Context: an optimization exercise on an open-source flow, tuned for small area. The choices shown serve that exercise and are no tape-out recipe. In this exercise RTL edits were held to simulation tests only and were not proved equivalent to the original. Power and IR drop assume default switching activity.

<file path="design.v">
module memory #(
  parameter int DATA_WIDTH = 32,
  parameter int ADDR_WIDTH = 5
) (
  input  logic                  clk,
  input  logic                  rst,
  input  logic                  wr_en,
  input  logic [ADDR_WIDTH-1:0] wr_addr,
  input  logic [DATA_WIDTH-1:0] wr_data,
  input  logic                  rd_en,
  input  logic [ADDR_WIDTH-1:0] rd_addr1,
  input  logic [ADDR_WIDTH-1:0] rd_addr2,
  output logic [DATA_WIDTH-1:0] rd_data1,
  output logic [DATA_WIDTH-1:0] rd_data2
);
  localparam int DEPTH = 1 << ADDR_WIDTH;
  logic [DATA_WIDTH-1:0] r_mem [DEPTH];
  logic                  w_byp1;
  logic                  w_byp2;
  logic [DATA_WIDTH-1:0] w_rd1;
  logic [DATA_WIDTH-1:0] w_rd2;
  always_ff @(posedge clk or negedge rst) begin
    if (!rst) begin
      for (int i = 0; i < DEPTH; i++) begin
        r_mem[i] <= '0;
      end
    end else if (wr_en) begin
      r_mem[wr_addr] <= wr_data;
    end
  end
  always_comb begin
    w_byp1 = wr_en && (wr_addr == rd_addr1);
    w_byp2 = wr_en && (wr_addr == rd_addr2);
    w_rd1  = w_byp1 ? wr_data : r_mem[rd_addr1];
    w_rd2  = w_byp2 ? wr_data : r_mem[rd_addr2];
  end
  always_ff @(posedge clk or negedge rst) begin
    if (!rst) begin
      rd_data1 <= '0;
      rd_data2 <= '0;
    end else if (rd_en) begin
      rd_data1 <= w_rd1;
      rd_data2 <= w_rd2;
    end
  end
endmodule
</file>
<file path="run.sh">
#!/bin/bash
# synth_recipe.tcl (not shown) runs the flow's synth.tcl, then flattens the netlist and writes it again
# the make line also repeats each setting of config.mk as NAME=value (left out here)
make -C /OpenROAD-flow-scripts/flow DESIGN_CONFIG=/design/flow/config.mk WORK_HOME=/design/flow/orfs CLKGATE_MAP_FILE= SYNTH_SCRIPT=/design/flow/synth_recipe.tcl finish
</file>
<file path="config.mk">
export PLATFORM = sky130hd
export DESIGN_NAME = memory
export DESIGN_NICKNAME = memory
export VERILOG_FILES = /design/flow/design.v
export SDC_FILE = /design/flow/constraint.sdc
export NUM_CORES = 4
export LEC_CHECK = 0
export CAP_MARGIN = 20
export CORE_MARGIN = 2
export CORE_UTILIZATION = 30
export GPL_ROUTABILITY_DRIVEN = 1
export PLACE_DENSITY = 0.5
export SLEW_MARGIN = 20
</file>
<file path="constraint.sdc">
create_clock -name core_clock -period 5.0 [get_ports {clk}]
set_input_delay 1.0000 -clock core_clock [delete_from_list [all_inputs] [get_ports {clk}]]
set_output_delay 1.0000 -clock core_clock [all_outputs]
set_load 0.01 [all_outputs]
</file>
==> out/results.txt, run 1 <==
sequential fraction of the synthesis area: 49.3%
detailed-route via count: 51686
Die W: 433 µm
PwrDens: 401 nW/µm²
R2R Path Start: r_mem[6][23]$_DFFE_PN0P_
vias in the first global route: 48809
Worst Skew: 0.0363 ns
final worst slack: 1.07 ns
DP HPWL: 210000 µm
Async S/R FF share, synth: 100%
hold buffers post-CTS: 0
DRT antenna net count: 0
final worst-path cycle share: 78.6%
design area: 65600 µm²
Syn Nets: 4825
1st-pass router iterations: 17
core area: 183000 µm²
clk buf depth: 3
Post-Synthesis Cells: 4774
Main synth FF type: dfrtp_1
critical path class: in2reg
maxcap violations: 0
GRT overflow: 0
Util after Layout: 35.8%
Port Buffer Count: 114
Worst-Skew Late Latency: 0.83 ns
Cell Rows: 157
initial drt markers: 9911
layout filler cell count: 18114
start point of the critical path: wr_addr[1]
Fin. Hold Viols: 0
RSZ-0062 raised after global routing: false
global-route wire length before repair: 442000 µm
routed vias/inst: 6.91
CTS tree: built
Ports: 115
area taken by multi-input logic gates: 26400 µm²
fin crit period: 3.93 ns
placed cells: 7206
final hold slack: 0.235 ns
Final nets: 4931
status: no timing/DRC/antenna violations
P_leak: 28.4 nW
EDFF count, synth: 0
headroom to the max-slew limit: 6.13%
HP Class: in2async
synth unique cells: 79
Sink Count: 1088
final WL: 330000 µm
CP Data Required Time: 5.75 ns
Mean Syn Cell Area: 11.6 µm²
maximum number of pins on one net before global-route repair: 127
total CTS buffers: 131
DP Area: 61100 µm²
clk slew on worst S/H paths: 0.06 ns
Synth Warn #: 2
Pins Over Slew Limit: 0
DRC: 0
FF/Latch Area: 27200 µm²
worst slew pin tran: 1.41 ns
Layout area overhead: 18.7%
Max VDD drop: 0.306 mV
fraction of layout cells with a size suffix above 1: 34.6%
Post-Route Setup TNS: 0 ns
Worst R2R Path Depth: 6
Post-CTS Resized: 0
startpoint types: input pin
Initial Util: 30.2%
gr usage total: 34.6%
CP Capture Type: flip-flop
final setup violation count: 0
initial antenna violation count: 58
synthesized area: 55300 µm²
number of post-CTS setup repair buffers: 0
Clock H-tree levels: 4
crit path DAT: 4.68 ns
Die H: 433 µm
root buf cell: clkbuf_16
Tot Pwr: 26.3 mW
Max Freq: 255 MHz
worst-path fanout max: 13
Layout Cells excl Fill: 7484
routed len/inst: 44.1 µm
die area: 188000 µm²
Yosys reg bits: 1088
RePlAce Congestion: 1.01
DP Worst Slack: 0.354 ns
==> path summary, 6_finish.rpt <==
| path | end | slack (ns) |
|---|---|---|
| min | r_mem[27][2]$_DFFE_PN0P_ | 0.23 |
| max reg2reg | rd_data2[23]$_DFFE_PN0P_ | 2.22 |
| min in group core_clock | r_mem[27][22]$_DFFE_PN0P_ | 0.52 |
| min reg2reg | r_mem[27][22]$_DFFE_PN0P_ | 0.52 |
| max | rd_data2[21]$_DFFE_PN0P_ | 1.07 |
| max in group asynchronous | r_mem[0][23]$_DFFE_PN0P_ | 3.44 |
==> cell type report <==
| cell class | count | share of cell area [%] |
|---|---|---|
| antenna | 40 | 0.153 |
| clock buffer | 189 | 5.79 |
| clock inverter | 44 | 0.904 |
| inverter | 15 | 0.0858 |
| multi-input combinational | 3188 | 40.3 |
| sequential | 1088 | 41.5 |
| tap | 2464 | 4.70 |
| timing repair buffer | 456 | 6.59 |
==> layout by cell type (no fill, tap or decap), types with 89 or more instances in the layout <==
| master | count |
|---|---|
| buf_4 | 287 |
| nand4_1 | 154 |
| dfrtp_1 | 1088 |
| a22oi_1 | 669 |
| clkbuf_16 | 134 |
| o21ai_0 | 93 |
| nand3_1 | 119 |
| and3_1 | 268 |
| clkdlybuf4s50_1 | 89 |
| mux2_2 | 1005 |
| nand2_1 | 104 |
==> cells by family after synthesis <==
group	after synthesis	synth area share, %
AND/OR/NAND/NOR	1048	11.0
multiplexers	1021	20.8
AO/OA/AOI/OAI	1109	14.7
flip-flops	1088	49.3
buffers and inverters	498	4.06
XOR/XNOR	10	0.158
==> critical path, stage by stage <==
cell and delay, ns:
clkdlybuf4s50_1 0.95, xnor2_1 0.19, nand4_1 0.59, buf_8 0.40, nor2_4 0.51, buf_4 0.46, o311ai_0 0.28, a32oi_1 0.24
==> flip-flops by register name (all words and copies together) (netlist names) <==
register and cells:
rd_data1 32, r_mem 1024, rd_data2 32
==> synth_stat cells (5+ instances only) <==
master        n  area [µm²]
nand3b_1     15         113
nor2b_1      73         457
buf_4        16         120
buf_1        35         131
a221oi_1     34         298
a2111oi_2     8         120
nor3b_1       9        67.6
buf_6        12         135
o211ai_1      5        37.5
o22ai_1      12        75.1
nor2_1       94         353
or3b_2        6        52.6
nand4_1     154         963
nor3_1       20         100
dfrtp_1    1088       27200
a22oi_1     669        5020
mux2i_1      13         130
buf_2       181         906
inv_1        15        56.3
nand2_1     116         435
nor4_1       66         413
a22o_1       20         175
nor2_4        8        90.1
mux2_2     1005       11300
o21ai_0      94         470
clkbuf_1    239         897
and3_1      269        1680
a31oi_1      61         382
or3_1        14        87.6
o31ai_1      20         150
xnor2_1       8        70.1
or2_2         6        37.5
a211oi_1     12        90.1
nand3_1     119         596
nand2b_1     18         113
a21oi_1      46         230
a2111oi_0    71         622
and3b_1       7        61.3
a32oi_1       9        78.8
nor2_2       22         138
o21ai_1      15        75.1
==> per-layer routing <==
| metal | up-vias | GRT usage [%] | share of wire (%) |
|---|---|---|---|
| met1 | 26474 | 43.3 | 37 |
| met3 | 1619 | 14.4 | 14 |
| met5 | - | 0.807 | 0.088 |
| li1 | 18630 | - | - |
| met4 | 28 | 24.2 | 8.7 |
| met2 | 4935 | 47.6 | 40 |
==> power by group <==
group	switching (mW)	internal, mW	total [mW]
logic	2.00	1.90	3.90
clock network	4.16	5.87	10.0
registers	1.88	10.5	12.4
==> inputs of run 2 (changes only) <==
==> design.v (replaced) <==
module mem_wbit (
  input  logic q,
  input  logic h,
  input  logic d,
  input  logic w,
  output logic y
);
  assign y = (q & h) | (d & w);
endmodule
module mem_aoi3 (
  input  logic [2:0] a,
  input  logic [2:0] s,
  output logic       y_n
);
  assign y_n = ~|(a & s);
endmodule
module mem_rbit (
  input  logic [32:0] a,
  input  logic [32:0] s,
  output logic        y
);
  logic [10:0] w_n;
  for (genvar g = 0; g < 11; g++) begin : g_t
    mem_aoi3 u_t (.a(a[3*g+:3]), .s(s[3*g+:3]), .y_n(w_n[g]));
  end
  assign y = ~&w_n;
endmodule
module memory #(
  parameter int DATA_WIDTH = 32,
  parameter int ADDR_WIDTH = 5
) (
  input  logic                  clk,
  input  logic                  rst,
  input  logic                  wr_en,
  input  logic [ADDR_WIDTH-1:0] wr_addr,
  input  logic [DATA_WIDTH-1:0] wr_data,
  input  logic                  rd_en,
  input  logic [ADDR_WIDTH-1:0] rd_addr1,
  input  logic [ADDR_WIDTH-1:0] rd_addr2,
  output logic [DATA_WIDTH-1:0] rd_data1,
  output logic [DATA_WIDTH-1:0] rd_data2
);
  localparam int DEPTH = 1 << ADDR_WIDTH;
  logic [DATA_WIDTH-1:0] r_mem [DEPTH];
  logic [DEPTH-1:0]      r_vld;
  logic [DEPTH-1:0]      w_we;
  logic [DEPTH-1:0]      w_hd;
  logic [DEPTH-1:0]      w_vn;
  logic [DEPTH:0]        w_s1;
  logic [DEPTH:0]        w_s2;
  logic [DATA_WIDTH-1:0] w_nx [DEPTH];
  logic [DATA_WIDTH-1:0] w_rd1;
  logic [DATA_WIDTH-1:0] w_rd2;
  always_comb begin
    for (int i = 0; i < DEPTH; i++) begin
      w_we[i] = wr_en && (wr_addr == i);
      w_hd[i] = !w_we[i];
      w_vn[i] = r_vld[i] | w_we[i];
      w_s1[i] = rd_en && (rd_addr1 == i) && w_vn[i];
      w_s2[i] = rd_en && (rd_addr2 == i) && w_vn[i];
    end
    w_s1[DEPTH] = !rd_en;
    w_s2[DEPTH] = !rd_en;
  end
  for (genvar i = 0; i < DEPTH; i++) begin : g_w
    for (genvar b = 0; b < DATA_WIDTH; b++) begin : g_b
      mem_wbit u_w (.q(r_mem[i][b]), .h(w_hd[i]), .d(wr_data[b]), .w(w_we[i]),
                    .y(w_nx[i][b]));
    end
  end
  for (genvar b = 0; b < DATA_WIDTH; b++) begin : g_r
    logic [DEPTH:0] w_a1;
    logic [DEPTH:0] w_a2;
    for (genvar i = 0; i < DEPTH; i++) begin : g_i
      assign w_a1[i] = w_nx[i][b];
      assign w_a2[i] = w_nx[i][b];
    end
    assign w_a1[DEPTH] = rd_data1[b];
    assign w_a2[DEPTH] = rd_data2[b];
    mem_rbit u_r1 (.a(w_a1), .s(w_s1), .y(w_rd1[b]));
    mem_rbit u_r2 (.a(w_a2), .s(w_s2), .y(w_rd2[b]));
  end
  always_ff @(posedge clk) begin
    for (int i = 0; i < DEPTH; i++) begin
      r_mem[i] <= w_nx[i];
    end
  end
  always_ff @(posedge clk or negedge rst) begin
    if (!rst) begin
      r_vld    <= '0;
      rd_data1 <= '0;
      rd_data2 <= '0;
    end else begin
      r_vld    <= w_vn;
      rd_data1 <= w_rd1;
      rd_data2 <= w_rd2;
    end
  end
endmodule
--- a/config.mk
+++ b/config.mk
@@ -11,3 +11,5 @@
 export GPL_ROUTABILITY_DRIVEN = 1
 export PLACE_DENSITY = 0.5
 export SLEW_MARGIN = 20
+export SYNTH_HIERARCHICAL = 1
+export SYNTH_MINIMUM_KEEP_SIZE = 0
==> out/results.txt, run 2 <==
CP Capture Type: flip-flop
core area: 139000 µm²
Mean Syn Cell Area: 12.3 µm²
Post-CTS Resized: 0
RePlAce Congestion: 0.861
Port Buffer Count: 114
R2R Path Start: r_vld[27]$_DFF_PN0_
Sink Count: 1120
Worst-Skew Late Latency: 0.76 ns
DP HPWL: 129000 µm
root buf cell: clkbuf_16
DRC: 0
routed len/inst: 37.9 µm
Cell Rows: 137
critical path class: in2reg
maximum number of pins on one net before global-route repair: 39
Post-Route Setup TNS: 0 ns
hold buffers post-CTS: 0
total CTS buffers: 118
commonest cells in the netlist: a22o_1, dfxtp_1, a222oi_1, nand4_1, dfrtp_1
Worst Skew: 0.0269 ns
crit path DAT: 4.74 ns
Max Freq: 243 MHz
global-route wire length before repair: 307000 µm
Die W: 378 µm
Die H: 378 µm
detailed-route via count: 42073
max reg flops: 1024
final WL: 222000 µm
cell family with most CP delay: buffers and inverters
Worst R2R Path Depth: 6
top cells by area, synth: dfxtp_1, a22o_1, a222oi_1
Post-Synthesis Cells: 3397
Final nets: 3908
Cell Chain, Critical Path: clkdlybuf4s50_1 > nor4b_4 > nand2_2 > buf_4 > inv_1 > buf_4 > a22o_1 > a222oi_1 > nand4_1 > or3_1
Synth area leader: dfxtp_1
CP endpoint: rd_data2[9]$_DFF_PN0_
reg2reg end: rd_data2[9]$_DFF_PN0_
EDFF count, synth: 0
Pins Over Slew Limit: 0
clk buf depth: 3
Synth Warn #: 10
Stages on worst setup path: 10
DP Worst Slack: 0.220 ns
sequential fraction of the synthesis area: 54.6%
CP Data Required Time: 5.63 ns
final setup violation count: 0
Yosys reg bits: 1120
startpoint types: input pin
PwrDens: 471 nW/µm²
Max VDD drop: 0.262 mV
most frequent cells in the layout: a22o_1, dfxtp_1, a222oi_1
P_leak: 20.1 nW
Initial Util: 30.1%
routed vias/inst: 7.20
1st-pass router iterations: 14
synth unique cells: 25
headroom to the max-slew limit: 21.4%
final worst slack: 0.892 ns
Ports: 115
vias in the first global route: 39923
worst slew pin tran: 1.18 ns
fin crit period: 4.11 ns
status: no timing/DRC/antenna violations
Layout area overhead: 24.7%
Biggest register: r_mem
Main synth FF type: dfxtp_1
synthesized area: 41900 µm²
fraction of layout cells with a size suffix above 1: 14.7%
die area: 143000 µm²
maxcap violations: 0
DRT antenna net count: 0
Tot Pwr: 24.7 mW
CP bufs+invs: 4
Fin. Hold Viols: 0
Async S/R FF share, synth: 8.57%
RSZ-0062 raised after global routing: false
clk slew on worst S/H paths: 0.07 ns
slowest stage delay, CP: 0.64 ns
gr usage total: 29.7%
HP Class: in2async
critical path's most frequent cell: buf_4
Syn Nets: 3448
initial antenna violation count: 12
CTS tree: built
worst reg2reg setup slack: 2.22 ns
number of post-CTS setup repair buffers: 0
initial drt markers: 9259
final worst-path cycle share: 82.2%
GRT overflow: 0
layout filler cell count: 13581
share of the synthesized area in the top cell type: 48.9%
Clock H-tree levels: 3
worst-path fanout max: 33
start point of the critical path: wr_addr[0]
Max stage delay cell, worst path: clkdlybuf4s50_1
[run 2: metrics by stage]
step	instance area [µm²]	cells	utilization (%)	hold WS (ns)
5_1_grt	52300	5837	37.6	0.268
2_1_floorplan	41900	3397	-	0.425
4_1_cts	52300	5837	37.6	0.263
3_5_place_dp	48200	5613	34.6	0.460
6_report	52300	5843	37.6	0.267
3_3_place_gp	48100	5612	34.6	0.454
[run 2: per-layer routing]
metal	share of wire (%)	GRT usage (%)	routed length, µm
met1	39	39.9	87500
met2	41	42.1	91400
met3	13	8.82	29000
met4	6.2	16.8	13600
met5	0.041	0	90
[run 2: how the worst min path moves through the flow]
stage,startpoint,to,slack (ns),depth (start not counted)
after floorplan,r_vld[10]$_DFF_PN0_,r_vld[10]$_DFF_PN0_,0.43,2
after global routing,rst,r_vld[31]$_DFF_PN0_,0.27,1
after detailed placement,r_vld[7]$_DFF_PN0_,r_vld[7]$_DFF_PN0_,0.46,2
after CTS,rst,r_vld[31]$_DFF_PN0_,0.26,1
final,rst,r_vld[31]$_DFF_PN0_,0.27,1
after global placement,r_vld[8]$_DFF_PN0_,r_vld[8]$_DFF_PN0_,0.45,2
[run 2: cell families after synthesis]
family          share of synthesized area (%)
compound gates                           38.6
flops                                    54.6
simple gates                             5.43
buf+inv                                  1.40
[run 2: per-module statistics from Yosys (local to each module, per instance)]
| module | cells inside | flops+latches | times used | area (µm²) |
|---|---|---|---|---|
| mem_wbit | 1 | 0 | 1024 | 8.76 |
| mem_aoi3 | 1 | 0 | 704 | 10.0 |
| mem_rbit | 4 | 0 | 64 | 23.8 |
| memory | 1413 | 1120 | 1 | 24400 |
[run 2: layout make-up]
type	count	area, µm²	area share [%]
flip-flops and latches	1120	22900	43.8
inverters	65	244	0.466
well taps	1876	2350	4.49
clock inverters	48	573	1.10
multi-input cells	2160	18800	36.0
repair buffers	392	3820	7.30
clock buffers	176	3580	6.84
diodes	6	15.0	0.0287
[run 2: report_power, final]
| group | total (mW) | switching, mW | internal [mW] |
|---|---|---|---|
| Sequential | 11.4 | 0.663 | 10.7 |
| Clock | 9.47 | 3.93 | 5.55 |
| Combinational | 3.82 | 2.03 | 1.79 |
| Total | 24.7 | 6.62 | 18.0 |
==> inputs of run 3 (changes only) <==
==> flow/run.sh (new file) <==
#!/bin/bash
# The standard layout (standard.sh, unchanged synthesis) with two changes:
# port buffers use buf_2 instead of the resizer's default pick, and clock
# tree synthesis uses clkbuf_8 with smaller sink clusters and no dummy loads.
set -euo pipefail
bash standard.sh \
  "BUFFER_PORTS_ARGS=-buffer_cell sky130_fd_sc_hd__buf_2" \
  "CTS_ARGS=-sink_clustering_enable -repair_clock_nets -dont_use_dummy_load -buf_list sky130_fd_sc_hd__clkbuf_8 -sink_clustering_size 14 -sink_clustering_max_diameter 60" \
  finish > standard.log 2>&1
==> standard.sh (new file) <==
#!/bin/bash
# synth_recipe.tcl (not shown) runs the flow's synth.tcl, then flattens the netlist and writes it again
# the make line also repeats each setting of config.mk as NAME=value (left out here)
make -C /OpenROAD-flow-scripts/flow DESIGN_CONFIG=/design/flow/config.mk WORK_HOME=/design/flow/orfs CLKGATE_MAP_FILE= SYNTH_SCRIPT=/design/flow/synth_recipe.tcl "${@:-finish}"
--- a/config.mk
+++ b/config.mk
@@ -7,9 +7,9 @@
 export LEC_CHECK = 0
 export CAP_MARGIN = 20
 export CORE_MARGIN = 2
-export CORE_UTILIZATION = 30
+export CORE_UTILIZATION = 50
 export GPL_ROUTABILITY_DRIVEN = 1
-export PLACE_DENSITY = 0.5
+export PLACE_DENSITY = 0.65
 export SLEW_MARGIN = 20
 export SYNTH_HIERARCHICAL = 1
 export SYNTH_MINIMUM_KEEP_SIZE = 0
removed: run.sh
==> out/results.txt, run 3 <==
crit path DAT: 4.76 ns
FF/Latch Area: 22900 µm²
worst reg2reg setup slack: 2.07 ns
Ports: 115
maxcap violations: 0
Clock H-tree levels: 3
main combinational cell family by area after synthesis: compound AO/OA/AOI/OAI gates
routed vias/inst: 8.71
mux share of post-synthesis cell area: 0%
Initial Util: 50.4%
Max Freq: 241 MHz
headroom to the max-slew limit: 18.2%
CTS tree: built
detailed-route via count: 42189
vias in the first global route: 41370
Die W: 294 µm
Sink Count: 1120
Compound-Gate Fraction of Synth Area: 38.6%
P_leak: 18.4 nW
clk buf depth: 3
Synth Area in Adders: 0%
fraction of layout cells with a size suffix above 1: 13.0%
CP Data Required Time: 5.61 ns
synthesized area: 41900 µm²
number of post-CTS setup repair buffers: 0
gr usage total: 44.5%
die area: 86200 µm²
sequential fraction of the synthesis area: 54.6%
Async S/R FF share, synth: 8.57%
final WL: 200000 µm
Port Buffer Count: 114
max reg flops: 1024
RSZ-0062 raised after global routing: false
DP HPWL: 114000 µm
Worst-Skew Late Latency: 0.78 ns
Post-CTS Resized: 0
commonest cells in the netlist: a22o_1, dfxtp_1, a222oi_1, nand4_1, dfrtp_1
Synth Warn #: 10
most frequent cells in the layout: a22o_1, dfxtp_1, a222oi_1
GRT overflow: 0
Fin. Hold Viols: 0
core area: 83300 µm²
Syn Nets: 3448
RePlAce Congestion: 1.02
Post-Route Setup TNS: 0 ns
Mean Syn Cell Area: 12.3 µm²
Final nets: 3810
root buf cell: clkbuf_8
Util after Layout: 56.3%
final worst-path cycle share: 83.0%
Post-Synth XOR/XNOR Area: 0%
area taken by multi-input logic gates: 18800 µm²
final setup violation count: 0
1st-pass router iterations: 15
share of the synthesized area in the top cell type: 48.9%
Simple-Gate Fraction of Synth Area: 5.43%
Max VDD drop: 0.234 mV
worst-path fanout max: 20
clk slew on worst S/H paths: 0.09 ns
R2R Path Start: r_vld[3]$_DFF_PN0_
Yosys reg bits: 1120
startpoint types: input pin
CP Capture Type: flip-flop
EDFF count, synth: 0
Worst R2R Path Depth: 6
fin crit period: 4.15 ns
top cells by area, synth: dfxtp_1, a22o_1, a222oi_1
status: no timing/DRC/antenna violations
Layout area overhead: 11.8%
initial drt markers: 10728
Pins Over Slew Limit: 0
Biggest register: r_mem
reg2reg end: rd_data2[1]$_DFF_PN0_
DRT antenna net count: 0
Post-Synthesis Cells: 3397
layout filler cell count: 7101
Main synth FF type: dfxtp_1
critical path class: in2reg
total CTS buffers: 95
global-route wire length before repair: 284000 µm
DRC: 0
hold buffers post-CTS: 0
Cell Rows: 106
routed len/inst: 41.3 µm
Worst Skew: 0.0841 ns
worst slew pin tran: 1.22 ns
PwrDens: 421 nW/µm²
initial antenna violation count: 17
maximum number of pins on one net before global-route repair: 43
Synth area leader: dfxtp_1
HP Class: in2async
synth unique cells: 25
Die H: 294 µm
Tot Pwr: 19.7 mW
[run 3: Yosys stat by module, one instance, submodules excluded]
module    area [µm²]  copies in the design
memory         24400                     1
mem_rbit        23.8                    64
mem_aoi3        10.0                   704
mem_wbit        8.76                  1024
[run 3: metrics by stage]
stage / setup WS (ns) / std cells / cell area (µm²) / hold WS, ns
3_5_place_dp: 0.727 / 4742 / 45600 / 0.462
3_3_place_gp: 0.750 / 4740 / 45500 / 0.456
2_1_floorplan: 1.21 / 3397 / 41900 / 0.425
6_report: 0.849 / 4846 / 46900 / 0.276
4_1_cts: 1.49 / 4837 / 46900 / 0.260
5_1_grt: 1.13 / 4839 / 46900 / 0.275
[run 3: how the worst max path moves through the flow]
stage | startpoint | end | slack (ns)
after global placement | wr_addr[2] | rd_data2[7]$_DFF_PN0_ | 0.75
after floorplan | wr_addr[4] | rd_data2[0]$_DFF_PN0_ | 1.21
after global routing | wr_addr[4] | rd_data2[19]$_DFF_PN0_ | 1.13
final | wr_addr[4] | rd_data2[19]$_DFF_PN0_ | 0.85
after CTS | wr_addr[2] | rd_data1[1]$_DFF_PN0_ | 1.49
after detailed placement | wr_addr[2] | rd_data1[1]$_DFF_PN0_ | 0.73
[run 3: power breakdown]
part	leakage [nW]	total (mW)	internal, mW	switching, mW
Combinational	7.94	3.69	1.63	2.06
Sequential	9.75	11.4	10.7	0.665
Clock	0.683	4.71	1.69	3.01
Total	18.4	19.7	14.0	5.74
[run 3: cell type report]
type / count / area share (%)
Timing Repair Buffer: 317 / 4.88
Inverter: 65 / 0.520
Tap cell: 1080 / 2.88
Multi-Input combinational cell: 2160 / 40.0
Antenna cell: 9 / 0.0480
Sequential cell: 1120 / 48.8
Clock buffer: 95 / 2.79
[run 3: routing by layer]
layer  vias up  part of all wire [%]  GRT usage (%)
li1      16263                     -              -
met1     20463                    35           56.7
met2      4460                    41           62.4
met3       993                    16           14.6
met4        10                   8.7           33.5
met5         -                 0.030              0
[run 3: worst max-delay path, cell delays in order]
cell	delay, ns
buf_2	0.15
and4b_2	0.35
nand2_1	0.22
clkinv_1	0.99
buf_4	0.62
a22o_1	0.25
a222oi_1	0.59
nand3_1	0.21
or3_1	0.36
[run 3: logic make-up after synthesis]
logic type / after synthesis
buffers and inverters: 117
and+or+nand+nor: 400
AOI/OAI and AO/OA: 1760
DFF: 1120
==> inputs of run 4 (changes only) <==
==> flow/run.sh (replaced) <==
#!/bin/bash
# The standard layout (standard.sh, unchanged synthesis) with two changes:
# port buffers use buf_1 instead of the resizer's default pick, and clock
# tree synthesis uses clkbuf_8 with smaller sink clusters and no dummy loads.
set -euo pipefail
bash standard.sh \
  "BUFFER_PORTS_ARGS=-buffer_cell sky130_fd_sc_hd__buf_1" \
  "CTS_ARGS=-sink_clustering_enable -repair_clock_nets -dont_use_dummy_load -buf_list sky130_fd_sc_hd__clkbuf_8 -sink_clustering_size 14 -sink_clustering_max_diameter 60" \
  finish > standard.log 2>&1
--- a/config.mk
+++ b/config.mk
@@ -7,9 +7,9 @@
 export LEC_CHECK = 0
 export CAP_MARGIN = 20
 export CORE_MARGIN = 2
-export CORE_UTILIZATION = 50
+export CORE_UTILIZATION = 65
 export GPL_ROUTABILITY_DRIVEN = 1
-export PLACE_DENSITY = 0.65
+export PLACE_DENSITY = 0.8
 export SLEW_MARGIN = 20
 export SYNTH_HIERARCHICAL = 1
 export SYNTH_MINIMUM_KEEP_SIZE = 0
==> out/results.txt, run 4 <==
status: no timing/DRC/antenna violations
Final nets: 3806
Post-Synthesis Cells: 3397
startpoint types: input pin
Post-Route Setup TNS: 0 ns
Async S/R FF share, synth: 8.57%
synthesized area: 41900 µm²
Die W: 258 µm
HP Class: in2async
Worst R2R Path Depth: 6
initial antenna violation count: 14
maximum number of pins on one net before global-route repair: 68
final setup violation count: 0
crit path DAT: 4.61 ns
core area: 64100 µm²
initial drt markers: 11936
GRT overflow: 0
DRC: 0
Max Freq: 250 MHz
Synth Warn #: 10
hold buffers post-CTS: 0
detailed-route via count: 43007
Biggest register: r_mem
top cells by area, synth: dfxtp_1, a22o_1, a222oi_1
Main synth FF type: dfxtp_1
RePlAce Congestion: 1.11
Initial Util: 65.4%
max reg flops: 1024
EDFF count, synth: 0
Clock H-tree levels: 3
final WL: 191000 µm
number of post-CTS setup repair buffers: 0
Die H: 258 µm
synth unique cells: 25
Yosys reg bits: 1120
Cell Rows: 93
final worst slack: 1.01 ns
gr usage total: 54.9%
Ports: 115
clk slew on worst S/H paths: 0.09 ns
maxcap violations: 0
Port Buffer Count: 114
Syn Nets: 3448
Fin. Hold Viols: 0
critical path class: in2reg
most frequent cells in the layout: a22o_1, dfxtp_1, a222oi_1
CP Data Required Time: 5.62 ns
final hold slack: 0.320 ns
worst slew pin tran: 1.09 ns
R2R Path Start: r_vld[27]$_DFF_PN0_
DRT antenna net count: 0
Worst Skew: 0.0575 ns
CTS tree: built
total CTS buffers: 91
Layout area overhead: 10.6%
fraction of layout cells with a size suffix above 1: 9.86%
Post-CTS Resized: 0
commonest cells in the netlist: a22o_1, dfxtp_1, a222oi_1, nand4_1, dfrtp_1
headroom to the max-slew limit: 26.8%
worst-path fanout max: 19
routed len/inst: 41.3 µm
routed vias/inst: 9.30
vias in the first global route: 41592
die area: 66600 µm²
root buf cell: clkbuf_8
Sink Count: 1120
Pins Over Slew Limit: 0
reg2reg end: rd_data1[21]$_DFF_PN0_
DP Worst Slack: 0.602 ns
final worst-path cycle share: 79.8%
CP Capture Type: flip-flop
Mean Syn Cell Area: 12.3 µm²
P_leak: 17.9 nW
Worst-Skew Late Latency: 0.74 ns
fin crit period: 3.99 ns
DP HPWL: 110000 µm
PwrDens: 424 nW/µm²
clk buf depth: 3
Synth area leader: dfxtp_1
worst reg2reg setup slack: 2.19 ns
1st-pass router iterations: 17
sequential fraction of the synthesis area: 54.6%
Max VDD drop: 0.315 mV
RSZ-0062 raised after global routing: false
share of the synthesized area in the top cell type: 48.9%
global-route wire length before repair: 273000 µm
## run 4: final cells by class
class,instances,area [µm²]
Clock buffer,91,1250
Fill cell,4583,17700
Timing Repair Buffer,317,2090
Tap cell,855,1070
Sequential cell,1120,22900
Multi-Input combinational cell,2160,18800
Inverter,65,244
Antenna cell,17,42.5
## run 4: metal layers
metal | routed length (µm) | share of wire (%) | track usage (%)
met1 | 60200 | 31 | 66.5
met4 | 21400 | 11 | 46.7
met3 | 35500 | 19 | 23.5
met5 | 74 | 0.039 | 0.570
met2 | 74000 | 39 | 74.6
## run 4: power breakdown
part	internal [mW]	switching [mW]
logic	1.60	2.10
registers	10.7	0.700
clock network	1.62	2.94
total	13.9	5.73
## run 4: worst max path at each step
| stage | to | slack, ns | from | cells after the start |
|---|---|---|---|---|
| after floorplan | rd_data2[0]$_DFF_PN0_ | 1.21 | wr_addr[4] | 6 |
| after global placement | rd_data1[0]$_DFF_PN0_ | 0.69 | wr_addr[4] | 8 |
| after detailed placement | rd_data1[1]$_DFF_PN0_ | 0.60 | wr_addr[4] | 8 |
| after CTS | rd_data1[1]$_DFF_PN0_ | 1.36 | wr_addr[1] | 8 |
| after global routing | rd_data2[9]$_DFF_PN0_ | 0.92 | wr_addr[1] | 10 |
| final | rd_data1[29]$_DFF_PN0_ | 1.01 | wr_addr[2] | 8 |
## run 4: logic make-up after synthesis
logic type	share of synthesized area (%)
buffers and inverters	1.40
AND/OR/NAND/NOR	5.43
flip-flops	54.6
AO/OA/AOI/OAI	38.6
## run 4: critical path: stages
cell	delay [ns]
buf_1	0.23
and2_1	0.37
nand2_1	0.72
buf_4	0.56
a22o_1	0.29
a222oi_1	0.32
nand4_1	0.54
or3_1	0.55
## run 4: per-module statistics from Yosys (local to each module, per instance)
module / copies in the design / cells inside / flops+latches
mem_aoi3: 704 / 1 / 0
mem_rbit: 64 / 4 / 0
mem_wbit: 1024 / 1 / 0
memory: 1 / 1413 / 1120
## run 4: metrics by stage
step / instances / instance area (µm²) / power [mW] / utilization, %
CTS: 4607 / 46300 / 19.3 / 72.2
floorplan: 3397 / 41900 / 13.8 / -
detailed placement: 4516 / 45100 / 15.0 / 70.3
global route: 4611 / 46300 / 20.1 / 72.3
finish: 4625 / 46400 / 19.6 / 72.3
global placement: 4516 / 45100 / 14.7 / 70.3

==> what the ideal ports hide <==
Ports are ideal in the flow. The routed layouts listed here were re-timed in OpenROAD.
Step 1 sets driving cells, clkbuf_16 on the clock port and buf_2 on the other inputs (assumed; they add their load-dependent delay and slew).
Step 2 times the ports against the registers' clock, not the clock port: input delays grow and output delays shrink by t, the midpoint of the rising clock arrivals with the driver on.
a / b / c = ideal ports / drivers / drivers and shift; a / b = the first two.
run	t, ns	setup WS [ns]	slew at the worst register clock pin (ns)
run 1	0.917	1.072 / 1.064 / 0.147	0.07 / 0.07
run 2	0.823	0.892 / 0.941 / 0.118	0.07 / 0.07
run 3	0.805	0.849 / 0.893 / 0.088	0.10 / 0.10
run 4	0.786	1.008 / 1.055 / 0.269	0.10 / 0.10
After both steps setup and hold are still met in every run listed. For run 1, which loses most, drivers alone change the setup slack by -0.008 ns; drivers and shift together by -0.925 ns.
